Background: an optimization exercise with open tools, aiming at small area. Do not read the settings as production practice. Only simulation tests tie the RTL to the original design; equivalence was not proved. Power is estimated from default activity; no workload was simulated.

the baseline:
Design wb_regfile, start of the top module:
module wb_regfile
(
    input  logic         clk,
    input  logic         rst,
    input  logic         wbWriteBack,
    input  logic         wbMemRead,
    input  wb_regfile_pkg::reg_idx_t     wbDestReg,
    input  wb_regfile_pkg::word_t        wbALURes,
    input  wb_regfile_pkg::word_t        wbMemData,
    input  wb_regfile_pkg::reg_idx_t     readReg1,
    input  wb_regfile_pkg::reg_idx_t     readReg2,
    output wb_regfile_pkg::word_t        readData1,
    output wb_regfile_pkg::word_t        readData2,
    output logic         fwdValid,
    output wb_regfile_pkg::reg_idx_t     fwdReg,
    output wb_regfile_pkg::word_t        fwdData,
    output wb_regfile_pkg::cnt_t         retiredCount
);
Size in the first run: ~3500 cells after synthesis, roughly 1000 flip-flops, roughly 220 I/O pins.
Settings: LEC_CHECK=0, CAP_MARGIN=20, CORE_MARGIN=2, CORE_UTILIZATION=45, SETUP_SLACK_MARGIN=0.1, SLEW_MARGIN=20, SYNTH_HIERARCHICAL=1; clock period 6.5 ns.
standard.sh (not shown) runs the stock make flow with config.mk's settings and CLKGATE_MAP_FILE= SYNTH_SCRIPT=/design/flow/synth_recipe.tcl, a recipe that flattens the netlist after the stock synthesis.
==> flow/flow/run.sh <==
#!/bin/bash
# Own layout flow: the standard flow (standard.sh, with its standard synthesis), with
# - plain buf_1 cells as the port buffers (repair still resizes them where needed),
set -euo pipefail
cd "$(dirname "$0")/.."
CTS="-sink_clustering_enable -repair_clock_nets -buf_list sky130_fd_sc_hd__clkbuf_4"
CTS="$CTS -sink_clustering_size 8 -sink_clustering_max_diameter 50 -dont_use_dummy_load"
bash standard.sh \
    "BUFFER_PORTS_ARGS=-buffer_cell sky130_fd_sc_hd__buf_1" \
    "CTS_ARGS=$CTS" \
    finish > flow_make.log 2>&1
Having completed the whole flow, the baseline delivered a layout that passed the timing, DRC and antenna checks.
### the baseline -> the candidate
- PLACE_DENSITY newly set to 0.7
==> run summary <==
Measured against each other, the candidate and the baseline differ in standard cell area after detailed placement, the higher figure coming from the candidate. Going from the baseline to the candidate, the first-iteration detailed-routing DRC count was found to have gone up by about 16%. Per the comparison of the candidate with the baseline, combinational power level; ratio of total power to cell area moved down; fmax moved down; internal power consumption level. Cmp the candidate vs the baseline: aggregate global-route resource usage lower in the candidate. The candidate vs the baseline: share of the cycle needed by the critical path after routing up in the candidate. The utilization of the candidate exceeds that of the baseline by 0.40 points. Layout checks on the candidate: not met. Flow itself completed; violations: negative setup slack. Any difference in power share of the combinational group between the baseline and the candidate is small enough to ignore. Looking at total chip power, the candidate sits 0.38% lower than the baseline does.

* * *

== rev 12 ==
wb_regfile again, from the RTL that the note above started with.
// wb_regfile
module wb_regfile
(
    input  logic         clk,
    input  logic         rst,
    input  logic         wbWriteBack,
    input  logic         wbMemRead,
    input  wb_regfile_pkg::reg_idx_t     wbDestReg,
    input  wb_regfile_pkg::word_t        wbALURes,
    input  wb_regfile_pkg::word_t        wbMemData,
    input  wb_regfile_pkg::reg_idx_t     readReg1,
    input  wb_regfile_pkg::reg_idx_t     readReg2,
    output wb_regfile_pkg::word_t        readData1,
    output wb_regfile_pkg::word_t        readData2,
    output logic         fwdValid,
    output wb_regfile_pkg::reg_idx_t     fwdReg,
    output wb_regfile_pkg::word_t        fwdData,
    output wb_regfile_pkg::cnt_t         retiredCount
);
==> flow/config.mk <==
export PLATFORM = sky130hd
export DESIGN_NAME = wb_regfile
export DESIGN_NICKNAME = wb_regfile
export VERILOG_FILES = /design/flow/design.v
export SDC_FILE = /design/flow/constraint.sdc
export NUM_CORES = 4
export LEC_CHECK = 0
export CAP_MARGIN = 20
export CORE_MARGIN = 2
export CORE_UTILIZATION = 50
export PLACE_DENSITY = 0.65
export SETUP_SLACK_MARGIN = 0.1
export SLEW_MARGIN = 20
export SYNTH_HIERARCHICAL = 1
==> flow/constraint.sdc <==
create_clock -name core_clock -period 6.5 [get_ports {clk}]
set_input_delay 1.3000 -clock core_clock [delete_from_list [all_inputs] [get_ports {clk}]]
set_output_delay 1.3000 -clock core_clock [all_outputs]
set_load 0.01 [all_outputs]
Scripts as last shown in full above: flow/flow/run.sh
Input changes introduced in rev 13 (baseline for comparison: rev 12):
Settings: CORE_UTILIZATION: 50 -> 45; PLACE_DENSITY: 0.65 -> unset.
diff --git a/flow/flow/run.sh b/flow/flow/run.sh
--- a/flow/flow/run.sh
+++ b/flow/flow/run.sh
@@ -3,0 +4,3 @@
+# - a clock tree of clkbuf_4 cells over small clusters of flip-flops, without dummy loads,
+# - power recovery (downsizing of gates off the critical paths) after global routing.
+# Each make step's full tool output is in orfs/logs/; make's own output goes to flow_make.log.
@@ -10,0 +14 @@
+    RECOVER_POWER=100 \
## What came out
- Complete run, failing final checks: rev 13, reason max-capacitance violations, max-slew violations.
- Minimum setup slack in the final design (rev 13 over rev 12): decrease, 44 ps
- Any difference in worst hold slack between rev 13 and rev 12 is small enough to ignore.
- Slack of the worst reg-to-reg path on rev 13 is down relative to rev 12.
- Looking at relative slew slack across both flows, rev 13 is the weaker of the two, with rev 12 ahead.
- Looking only at core footprint, and setting everything else aside, the higher value of rev 12 and rev 13 goes to rev 13.

==> re-timing with driven ports <==
No port has a modelled driver above. Below, the same layouts with a new extraction and two added sets of constraints.
Step 1 assumes that a clkbuf_16 drives the clock port and a buf_2 every other input.
Step 2 also shifts input and output timing later by t, the mid clock arrival at the registers, as if the neighbouring blocks saw the same clock.
a / b / c = no drivers / after step 1 / after step 2; a / b = the first two.
| run | t, ns | setup slack, ns | worst hold slack (ns) | slew at the worst register clock pin (ns) | pins driven straight from the clock port |
|---|---|---|---|---|---|
| the baseline | 1.123 | 0.111 / 0.049 / 0.049 | 0.473 / 0.473 / 0.473 | 0.12 / 0.12 | 1 |
| the candidate | 1.102 | -0.044 / -0.071 / -0.071 | 0.470 / 0.470 / 0.470 | 0.11 / 0.11 | 1 |
| rev 12 | 1.092 | 0.161 / 0.048 / 0.048 | 0.474 / 0.474 / 0.474 | 0.10 / 0.10 | 1 |
| rev 13 | 1.149 | 0.117 / 0.002 / 0.002 | 0.473 / 0.473 / 0.473 | 0.11 / 0.11 | 1 |
The setup slack of rev 13, which loses most, moves by -0.115 ns with the drivers and by -0.115 ns with both steps.
